Background: an optimization exercise with open tools, aiming at small area, a short achievable clock period and few clock cycles per item. Do not read the settings as production practice. The RTL was checked by simulation tests, not by an equivalence proof against the original design. No activity file was given, so power comes from the tool's default toggle rates.

File: flow/design.v
`timescale 1ns / 1ps
module greedy_box_suppression #(
  parameter int MAX_ACCEPTED = 64
) (
  input  logic        clk,
  input  logic        rst,
  input  logic        cfg_we,
  input  logic [8:0]  cfg_wdata,
  input  logic        in_valid,
  output logic        in_ready,
  input  logic        first_of_set,
  input  logic [11:0] box_left,
  input  logic [11:0] box_top,
  input  logic [11:0] box_width,
  input  logic [11:0] box_height,
  output logic        out_valid,
  input  logic        out_ready,
  output logic        accepted,
  output logic        store_full,
  output logic [6:0]  accepted_total
);
  localparam int N  = 64;
  localparam int OD = 16;   
  logic [8:0] thr;
  logic       thr_zero;    
  always_ff @(posedge clk) begin
    if (rst) begin
      thr      <= 9'd128;
      thr_zero <= 1'b0;
    end else if (cfg_we) begin
      thr      <= cfg_wdata;
      thr_zero <= (cfg_wdata == 9'd0);
    end
  end
  logic [48:0] fq0, fq1;
  logic        fwp, frp;
  logic [1:0]  fcnt;
  logic        fpush, fpop, fvalid;
  logic [48:0] fhead;
  assign in_ready = (fcnt != 2'd2);
  assign fpush    = in_valid && in_ready;
  assign fvalid   = (fcnt != 2'd0);
  assign fhead    = frp ? fq1 : fq0;
  always_ff @(posedge clk) begin
    if (fpush && !fwp) fq0 <= {first_of_set, box_left, box_top, box_width, box_height};
    if (fpush &&  fwp) fq1 <= {first_of_set, box_left, box_top, box_width, box_height};
  end
  always_ff @(posedge clk) begin
    if (rst) begin
      fwp  <= 1'b0;
      frp  <= 1'b0;
      fcnt <= 2'd0;
    end else begin
      if (fpush) fwp <= ~fwp;
      if (fpop)  frp <= ~frp;
      fcnt <= fcnt + {1'b0, fpush} - {1'b0, fpop};
    end
  end
  logic        qv, q_first;
  logic [11:0] q_l, q_t, q_w, q_h;
  logic [12:0] q_r, q_b;
  logic        pfire;
  assign fpop = fvalid && (!qv || pfire);
  always_ff @(posedge clk) begin
    if (rst)       qv <= 1'b0;
    else if (fpop) qv <= 1'b1;
    else if (pfire) qv <= 1'b0;
  end
  always_ff @(posedge clk) begin
    if (fpop) begin
      q_first <= fhead[48];
      q_l     <= fhead[47:36];
      q_t     <= fhead[35:24];
      q_w     <= fhead[23:12];
      q_h     <= fhead[11:0];
      q_r     <= {1'b0, fhead[47:36]} + {1'b0, fhead[23:12]};
      q_b     <= {1'b0, fhead[35:24]} + {1'b0, fhead[11:0]};
    end
  end
  logic [11:0] st_l [0:N-1];
  logic [11:0] st_t [0:N-1];
  logic [12:0] st_r [0:N-1];
  logic [12:0] st_b [0:N-1];
  logic [N-1:0] st_ep;      
  logic [N-1:0] valid;      
  logic [N-1:0] pend;       
  logic         cur_ep;
  logic [N-1:0] ovl;
  logic [N-1:0] alloc;      
  logic [N-1:0] pmask;
  genvar gi;
  generate
    for (gi = 0; gi < N; gi++) begin : g_slot
      assign ovl[gi] = ({1'b0, q_l} < st_r[gi]) && ({1'b0, st_l[gi]} < q_r) &&
                       ({1'b0, q_t} < st_b[gi]) && ({1'b0, st_t[gi]} < q_b);
      always_ff @(posedge clk) begin
        if (pfire && alloc[gi]) begin
          st_l[gi]  <= q_l;
          st_t[gi]  <= q_t;
          st_r[gi]  <= q_r;
          st_b[gi]  <= q_b;
          st_ep[gi] <= cur_ep ^ q_first;
        end
      end
    end
  endgenerate
  function automatic logic [N-1:0] lowest(input logic [N-1:0] x);
    logic [N-1:0] p;
    p = x;
    for (int d = 1; d < N; d = d * 2) p = p | (p << d);
    lowest = x & ~(p << 1);
  endfunction
  logic [6:0]  infl;        
  logic [4:0]  outst;       
  logic        has_free, first_clear, noslot, slot_ok, credit_ok;
  logic [N-1:0] free_vec;
  assign free_vec    = ~pend & ~valid;
  assign has_free    = |free_vec;
  assign first_clear = q_first && (infl == 7'd0);
  assign noslot      = !q_first && !has_free && (pend == '0);
  assign slot_ok     = has_free || first_clear || noslot;
  assign alloc       = (first_clear ? {{(N-1){1'b0}}, 1'b1} : lowest(free_vec)) &
                       {N{!noslot}};
  assign credit_ok   = (outst != 5'(OD));
  assign pmask       = (ovl | {N{thr_zero}}) & (valid | pend) & ~(st_ep ^ {N{cur_ep}}) & {N{!q_first}};
  logic         pmv, pm_first, pm_has;
  logic [N-1:0] pm_mask;
  logic [11:0]  pm_l, pm_t, pm_w, pm_h;
  logic [12:0]  pm_r, pm_b;
  logic [5:0]   pm_slot;
  logic         pm_take;
  function automatic logic [5:0] enc64(input logic [N-1:0] x);
    logic [5:0] e;
    e = '0;
    for (int i = 0; i < N; i++) if (x[i]) e = e | 6'(i);
    enc64 = e;
  endfunction
  assign pfire = qv && (!pmv || pm_take) && credit_ok && slot_ok;
  always_ff @(posedge clk) begin
    if (rst)          pmv <= 1'b0;
    else if (pfire)   pmv <= 1'b1;
    else if (pm_take) pmv <= 1'b0;
  end
  always_ff @(posedge clk) begin
    if (pfire) begin
      pm_first <= q_first;
      pm_has   <= !noslot;
      pm_mask  <= pmask;
      pm_l     <= q_l;
      pm_t     <= q_t;
      pm_w     <= q_w;
      pm_h     <= q_h;
      pm_r     <= q_r;
      pm_b     <= q_b;
      pm_slot  <= enc64(alloc);
    end
  end
  logic         iv, is_first, is_has;
  logic [N-1:0] is_s, is_m;
  logic [11:0]  is_l, is_t, is_w, is_h;
  logic [12:0]  is_r, is_b;
  logic [5:0]   is_slot;
  logic         is_last, issue_free;
  logic [N-1:0] pm_low, m_low;
  assign is_last    = (is_m == '0);
  assign issue_free = !iv || is_last;
  assign pm_take    = pmv && issue_free;
  assign pm_low     = lowest(pm_mask);
  assign m_low      = lowest(is_m);
  always_ff @(posedge clk) begin
    if (rst) begin
      iv <= 1'b0;
    end else if (pm_take) begin
      iv <= 1'b1;
    end else if (issue_free) begin
      iv <= 1'b0;
    end
  end
  always_ff @(posedge clk) begin
    if (pm_take) begin
      is_s     <= pm_low;
      is_m     <= pm_mask & ~pm_low;
      is_first <= pm_first;
      is_has   <= pm_has;
      is_l     <= pm_l;
      is_t     <= pm_t;
      is_w     <= pm_w;
      is_h     <= pm_h;
      is_r     <= pm_r;
      is_b     <= pm_b;
      is_slot  <= pm_slot;
    end else begin
      is_s <= m_low;
      is_m <= is_m & ~m_low;
    end
  end
  logic [49:0] rd_mux;
  always_comb begin
    rd_mux = '0;
    for (int i = 0; i < N; i++)
      if (is_s[i]) rd_mux = rd_mux | {st_l[i], st_t[i], st_r[i], st_b[i]};
  end
  logic        rv, r_tv, r_last, r_first, r_has;
  logic [5:0]  r_idx, r_slot;
  logic [11:0] rs_l, rs_t;
  logic [12:0] rs_r, rs_b;
  logic [11:0] rc_l, rc_t, rc_w, rc_h;
  logic [12:0] rc_r, rc_b;
  always_ff @(posedge clk) begin
    if (rst) rv <= 1'b0;
    else     rv <= iv;
  end
  always_ff @(posedge clk) begin
    r_tv    <= |is_s;
    r_last  <= is_last;
    r_first <= is_first;
    r_has   <= is_has;
    r_idx   <= enc64(is_s);
    r_slot  <= is_slot;
    {rs_l, rs_t, rs_r, rs_b} <= rd_mux;
    rc_l <= is_l;
    rc_t <= is_t;
    rc_w <= is_w;
    rc_h <= is_h;
    rc_r <= is_r;
    rc_b <= is_b;
  end
  logic        av, a_tv, a_last, a_first, a_has;
  logic [5:0]  a_idx, a_slot;
  logic [12:0] a_hx, a_hy;     
  logic [11:0] a_lx, a_ly;     
  logic [11:0] a_sw, a_sh, a_cw, a_ch;
  always_ff @(posedge clk) begin
    if (rst) av <= 1'b0;
    else     av <= rv;
  end
  always_ff @(posedge clk) begin
    a_tv    <= r_tv;
    a_last  <= r_last;
    a_first <= r_first;
    a_has   <= r_has;
    a_idx   <= r_idx;
    a_slot  <= r_slot;
    a_hx    <= (rs_r < rc_r) ? rs_r : rc_r;
    a_hy    <= (rs_b < rc_b) ? rs_b : rc_b;
    a_lx    <= (rs_l > rc_l) ? rs_l : rc_l;
    a_ly    <= (rs_t > rc_t) ? rs_t : rc_t;
    a_sw    <= 12'(rs_r - {1'b0, rs_l});
    a_sh    <= 12'(rs_b - {1'b0, rs_t});
    a_cw    <= rc_w;
    a_ch    <= rc_h;
  end
  logic        bv, b_tv, b_last, b_first, b_has;
  logic [5:0]  b_idx, b_slot;
  logic [11:0] b_ow, b_oh, b_sw, b_sh, b_cw, b_ch;
  logic [12:0] dx, dy;
  assign dx = a_hx - {1'b0, a_lx};
  assign dy = a_hy - {1'b0, a_ly};
  always_ff @(posedge clk) begin
    if (rst) bv <= 1'b0;
    else     bv <= av;
  end
  always_ff @(posedge clk) begin
    b_tv    <= a_tv;
    b_last  <= a_last;
    b_first <= a_first;
    b_has   <= a_has;
    b_idx   <= a_idx;
    b_slot  <= a_slot;
    b_ow    <= (a_hx > {1'b0, a_lx}) ? dx[11:0] : 12'd0;
    b_oh    <= (a_hy > {1'b0, a_ly}) ? dy[11:0] : 12'd0;
    b_sw    <= a_sw;
    b_sh    <= a_sh;
    b_cw    <= a_cw;
    b_ch    <= a_ch;
  end
  logic        cv, c_tv, c_last, c_first, c_has;
  logic [5:0]  c_idx, c_slot;
  logic [23:0] c_in, c_as, c_ac;
  always_ff @(posedge clk) begin
    if (rst) cv <= 1'b0;
    else     cv <= bv;
  end
  always_ff @(posedge clk) begin
    c_tv    <= b_tv;
    c_last  <= b_last;
    c_first <= b_first;
    c_has   <= b_has;
    c_idx   <= b_idx;
    c_slot  <= b_slot;
    c_in    <= 24'(b_ow) * 24'(b_oh);
    c_as    <= 24'(b_sw) * 24'(b_sh);
    c_ac    <= 24'(b_cw) * 24'(b_ch);
  end
  logic        dv, d_tv, d_last, d_first, d_has;
  logic [5:0]  d_idx, d_slot;
  logic [23:0] d_in;
  logic [24:0] d_un;
  always_ff @(posedge clk) begin
    if (rst) dv <= 1'b0;
    else     dv <= cv;
  end
  always_ff @(posedge clk) begin
    d_tv    <= c_tv;
    d_last  <= c_last;
    d_first <= c_first;
    d_has   <= c_has;
    d_idx   <= c_idx;
    d_slot  <= c_slot;
    d_in    <= c_in;
    d_un    <= 25'(c_as) + 25'(c_ac) - 25'(c_in);
  end
  logic        e1v, e1_tv, e1_last, e1_first, e1_has;
  logic [5:0]  e1_idx, e1_slot;
  logic [23:0] e1_in;
  logic        e1_nz;
  logic [29:0] e1_plo;
  logic [28:0] e1_phi;
  always_ff @(posedge clk) begin
    if (rst) e1v <= 1'b0;
    else     e1v <= dv;
  end
  always_ff @(posedge clk) begin
    e1_tv    <= d_tv;
    e1_last  <= d_last;
    e1_first <= d_first;
    e1_has   <= d_has;
    e1_idx   <= d_idx;
    e1_slot  <= d_slot;
    e1_in    <= d_in;
    e1_nz    <= (d_un != '0);
    e1_plo   <= 30'(d_un) * 30'(thr[4:0]);
    e1_phi   <= 29'(d_un) * 29'(thr[8:5]);
  end
  logic        e2v, e2_hit, e2_last, e2_first, e2_has;
  logic [5:0]  e2_idx, e2_slot;
  logic [33:0] prod;
  assign prod = 34'(e1_plo) + {e1_phi, 5'b0};
  always_ff @(posedge clk) begin
    if (rst) e2v <= 1'b0;
    else     e2v <= e1v;
  end
  always_ff @(posedge clk) begin
    e2_hit   <= e1_tv && e1_nz && !({2'b0, e1_in, 8'b0} < prod);
    e2_last  <= e1_last;
    e2_first <= e1_first;
    e2_has   <= e1_has;
    e2_idx   <= e1_idx;
    e2_slot  <= e1_slot;
  end
  logic       acc_sup;
  logic [6:0] count;
  logic       sup, decide, full, kept;
  logic [6:0] c0, total;
  logic [N-1:0] slot_dec;
  assign sup      = acc_sup || (e2_hit && valid[e2_idx]);
  assign decide   = e2v && e2_last;
  assign c0       = e2_first ? 7'd0 : count;
  assign full     = (c0 == 7'(MAX_ACCEPTED));
  assign kept     = !sup && !full && e2_has;
  assign total    = c0 + {6'd0, kept};
  assign slot_dec = {{(N-1){1'b0}}, 1'b1} << e2_slot;
  always_ff @(posedge clk) begin
    if (rst) begin
      acc_sup <= 1'b0;
      count   <= 7'd0;
      valid   <= '0;
      pend    <= '0;
      cur_ep  <= 1'b0;
      infl    <= 7'd0;
    end else begin
      if (e2v) acc_sup <= decide ? 1'b0 : sup;
      if (decide) count <= total;
      infl <= infl + {6'd0, pfire} - {6'd0, decide};
      if (pfire && q_first) cur_ep <= ~cur_ep;
      begin
        logic [N-1:0] vn;
        vn = valid;
        if (pfire && first_clear) vn = '0;
        if (decide && e2_first) vn = '0;
        if (decide && kept) vn = vn | slot_dec;
        valid <= vn;
      end
      begin
        logic [N-1:0] pn;
        pn = pend;
        if (decide && e2_has) pn = pn & ~slot_dec;
        if (pfire) pn = pn | alloc;
        pend <= pn;
      end
    end
  end
  logic [8:0] oq [0:OD-1];
  logic [3:0] owp, orp;
  logic [4:0] ocnt;
  logic       opop;
  assign out_valid = (ocnt != 5'd0);
  assign opop      = out_valid && out_ready;
  assign {accepted, store_full, accepted_total} = oq[orp];
  always_ff @(posedge clk) begin
    if (decide) oq[owp] <= {!sup, !sup && full, total};
  end
  always_ff @(posedge clk) begin
    if (rst) begin
      owp   <= 4'd0;
      orp   <= 4'd0;
      ocnt  <= 5'd0;
      outst <= 5'd0;
    end else begin
      if (decide) owp <= owp + 4'd1;
      if (opop)   orp <= orp + 4'd1;
      ocnt  <= ocnt + {4'd0, decide} - {4'd0, opop};
      outst <= outst + {4'd0, pfire} - {4'd0, opop};
    end
  end
endmodule
File: flow/constraint.sdc
create_clock -name core_clock -period 9.0 [get_ports {clk}]
set_input_delay 1.8000 -clock core_clock [delete_from_list [all_inputs] [get_ports {clk}]]
set_output_delay 1.8000 -clock core_clock [all_outputs]
set_load 0.01 [all_outputs]
File: flow/run.sh
#!/bin/bash
# synth_recipe.tcl (not shown) runs the flow's synth.tcl, then flattens the netlist and writes it again
# the make line also repeats each setting of config.mk as NAME=value (left out here)
make -C /OpenROAD-flow-scripts/flow DESIGN_CONFIG=/design/flow/config.mk WORK_HOME=/design/flow/orfs CLKGATE_MAP_FILE= SYNTH_SCRIPT=/design/flow/synth_recipe.tcl finish
File: flow/config.mk
export PLATFORM = sky130hd
export DESIGN_NAME = greedy_box_suppression
export DESIGN_NICKNAME = greedy_box_suppression
export VERILOG_FILES = /design/flow/design.v
export SDC_FILE = /design/flow/constraint.sdc
export NUM_CORES = 4
export LEC_CHECK = 0
export CAP_MARGIN = 20
export CORE_MARGIN = 2
export CORE_UTILIZATION = 40
export PLACE_DENSITY = 0.6
export SLEW_MARGIN = 20
==> metrics.md <==
| Metric | Value |
|---|---|
| DR iter-0 viols | 39,800 |
| Total Power | 119,000 uW |
| Slew headroom | -11.5% |
| Kind of start point of the critical path | register |
| Hold Crit Class | register to register |
| Clk buf depth | 4 |
| Clock power frac | 19.8% |
| RSZ-0062 raised after global routing | no |
| Total GRT Usage | 47.5% |
| Sw Pwr | 57,100 uW |
| Int Power | 62,400 uW |
| Max cap viols | 4 |
| Post-synthesis instance total | 20,900 |
| Worst slew pin tran | 1.67 ns |
| Sequential share of power | 26.3% |
| Max Clock Skew | 0.0965 ns |
| Peak supply drop | 1.47 mV |
| DIE HEIGHT | 805 um |
| Cell Chain, Critical Path | buf_12 -> inv_2 -> ha_1 -> a21o_1 -> a21o_1 -> a21o_1 -> a21oi_1 -> nor2b_1 -> o21ai_0 -> a21oi_1 -> or3_1 -> o21ai_0 |
| Die area | 0.647 mm2 |
| Num Clock Sinks | 4,737 |
| Worst-Skew Late Latency | 1.25 ns |
| Wire length on met1 | 562,000 um |
| Final Net Count | 25,400 |
| Top cells by area in the synthesized netlist | edfxtp_1 (45%), ha_1 (16%), dfxtp_1 (7.2%) |
| Leakage | 0.121 uW |
| Peak Freq | 0.150 GHz |
| FP Rows | 294 |
| Sequential element share of the synthesized area | 51.9% |
| CP arrival | 7.51 ns |
| CTS Buf Count | 566 |
| Die W | 805 um |
| Placer Congestion | 1.18 |
| Dpl hpwl | 1,180,000 um |
| Syn_area_per_cell | 12.3 um2 |
| Final instance area | 0.292 mm2 |
| CP max FO | 65 |
| FILL cells | 58,100 |
| Post-CTS setup buffer count | 0 |
| # IOs | 74 |
| Area share of the largest cell type after synthesis | 44.6% |
| Post-Route WL | 1,590,000 um |
| Vias in the first global route | 190,000 |
| Clock Tree Root | clkbuf_16 |
| Status | finished with violations |
| CP Capture Type | register |
| Power density over the cells | 408 mW/mm2 |
| Gr ovfl total | 0 |
| Router iterations before antenna repair | 7 |
| Dpl cells | 29,500 |
| Buf/Inv on CP | 2 |
| Worst stage delay on the critical path | 0.99 ns |
| Count leader, synth | edfxtp_1 |
| CP top delay family | compound AO/OA/AOI/OAI gates |
| DR top layer | met5 |
| Initial antenna violation count | 441 |
| Mapped Nets | 24,700 |
| Vias/cell | 6.85 |
| Core footprint | 0.640 mm2 |
| Slowest CP cell | o21ai_0 |
| Post-synth ARST share | 0% |
| Layout cells sized above 1 | 9.30% |
| Fin crit period | 6.68 ns |
| Sequential cell area | 0.133 mm2 |
| Top post-synthesis cells by count | edfxtp_1 (3,809), ha_1 (3,295), inv_1 (2,270) |
| SO Viols | capacitance limit, slew limit |
| CP most frequent cell | a21o_1 |
| Sw frac | 47.8% |
| Yosys reg bits | 4,737 |
| Pin count of the biggest net entering global routing | 118 |
| Hold buffer count at CTS | 0 |
| Number of flops mapped to enable cells by yosys | 3,809 |
| Total of warnings raised by yosys | 5 |
| Final setup fails | 0 |
| Buffers on Ports | 73 |
| Final Slew Violations | 22 |
| Initial core utilization | 40.1% |
| Setup TNS | 0 ns |
| CTS tree | done |
| Final Hold Vio Count | 0 |
| Routed length on met2 | 624,000 um |
| Metal3 WL | 222,000 um |
| Area after DPL | 0.272 mm2 |
| Crit path kind | register to register |
| CTS-repair resized insts | 0 |
| Vias | 212,000 |
| Synth area leader | edfxtp_1 |
| DRC viols | 0 |
| Routed Antenna Nets | 0 |
| Global-route wire length before repair | 2,000,000 um |
| Multi-input gate area | 0.113 mm2 |
| Combinational Power Share | 53.9% |
| Clk slew on worst S/H paths | 0.07 ns |
| Routed WL per cell | 51.2 um |
| Main synth FF type | edfxtp_1 |
| Critical path required time | 9.83 ns |
| Area Growth Syn to Fin | 14.1% |
| Cell Count, Final, Fillers Out | 31,000 |
| Final worst path period share | 74.2% |
| # H-tree levels | 6 |
| Mapped Area | 0.256 mm2 |
| Synth cell types | 96 |
[layout make-up]
type	count	area share (%)
Antenna cell	491	0.420
Multi-Input combinational cell	13200	38.7
Timing Repair Buffer	803	2.41
Inverter	2272	2.98
Tap cell	8436	3.61
Sequential cell	4737	45.5
Clock buffer	726	5.22
Clock inverter	300	1.09
[stage by stage]
stage                     util (%)  worst slack [ns]  hold WS [ns]
after floorplan                  -              1.23         0.310
after global placement        42.5              2.45         0.310
after detailed placement      42.6              2.56         0.312
after CTS                     45.4              2.52         0.313
after global routing          45.6              2.08         0.325
final                         45.7              2.32         0.318
[routing by layer]
| layer | track usage [%] | vias to the layer above |
|---|---|---|
| li1 | - | 80500 |
| met1 | 57.0 | 107000 |
| met2 | 64.3 | 19500 |
| met3 | 19.8 | 5631 |
| met4 | 43.2 | 138 |
| met5 | 0.0221 | - |
[flip-flops by register name, indices dropped and copies added (netlist names), 144 cells and up, named ones only]
signal and cells:
st_r 832, st_t 768, st_l 768, oq 144, st_b 832
[power groups by stage]
| stage | clock network, uW | registers (uW) | logic [uW] |
|---|---|---|---|
| floorplan | 0 | 31000 | 34000 |
| global placement | 0 | 31800 | 61700 |
| detailed placement | 0 | 31800 | 61500 |
| CTS | 23600 | 31300 | 62100 |
| global route | 24400 | 31400 | 68400 |
| finish | 23700 | 31400 | 64400 |
[kinds of logic (layout without fill, tap and decap cells)]
logic type	after synthesis	in the layout	synth area share, %
AO/OA/AOI/OAI	5087	5087	13.9
XOR/XNOR	266	266	0.909
adder cells (fa/ha/maj)	3744	3744	19.6
buffers and inverters	2956	4101	4.35
flip-flops	4737	4737	51.9
multiplexers	152	152	0.950
other	0	491	0
AND/OR/NAND/NOR	3985	3985	8.48
[layout by cell type (no fill, tap or decap), drive strengths merged, types with 737 or more instances in the layout]
cell	instances
edfxtp	3809
o21ai	948
nand2	753
ha	3295
dfxtp	928
nor2	737
a22o	864
inv	2289
a21oi	1008
a221oi	808
a21o	878
[final timing paths]
| check | start | end | slack [ns] | cells after the start |
|---|---|---|---|---|
| worst max-delay path | q_b[2]$_DFFE_PP_ | pm_mask[25]$_DFFE_PP_ | 2.32 | 12 |
| worst min-delay path | r_last$_DFF_P_ | a_last$_DFF_P_ | 0.32 | 0 |
| worst min register to register | r_last$_DFF_P_ | a_last$_DFF_P_ | 0.32 | 0 |
| worst max register to register | q_b[2]$_DFFE_PP_ | pm_mask[25]$_DFFE_PP_ | 2.32 | 12 |
[worst reg2reg max path, cell delays in order, from the launching register on]
cell and delay [ns]:
edfxtp_1 0.44, buf_12 0.19, inv_2 1.04, ha_1 0.38
a21o_1 0.22, a21o_1 0.24, a21o_1 0.25, a21oi_1 0.58
nor2b_1 0.10, o21ai_0 0.54, a21oi_1 0.67, or3_1 0.65
o21ai_0 1.00
Testbench counts, summed over its fixed seeds: cycles 13,582, items 7,850.

-- port drivers added, routing unchanged --
How much do the figures lean on ideal ports? The routed layout below was timed once more, with nothing changed but the port constraints.
Step 1, drivers: a clkbuf_16 drives clk and a buf_2 each remaining input, both assumed.
Step 2, shift: input delay + t, output delay - t, t = (earliest + latest rising clock arrival at the registers) / 2. This alone moves slack from input paths to output paths.
a / b / c = ideal / step 1 / step 2; a / b = the first two.
t (ns): 1.371
setup WS [ns]: 2.323 / 2.323 / 2.323
hold WS [ns]: 0.318 / 0.318 / 0.318
worst setup path at the end: register to register
clock arrival spread, ns: 0.098 / 0.098
The setup slack of this run moves by 0.000 ns with the drivers and by 0.000 ns with both steps.
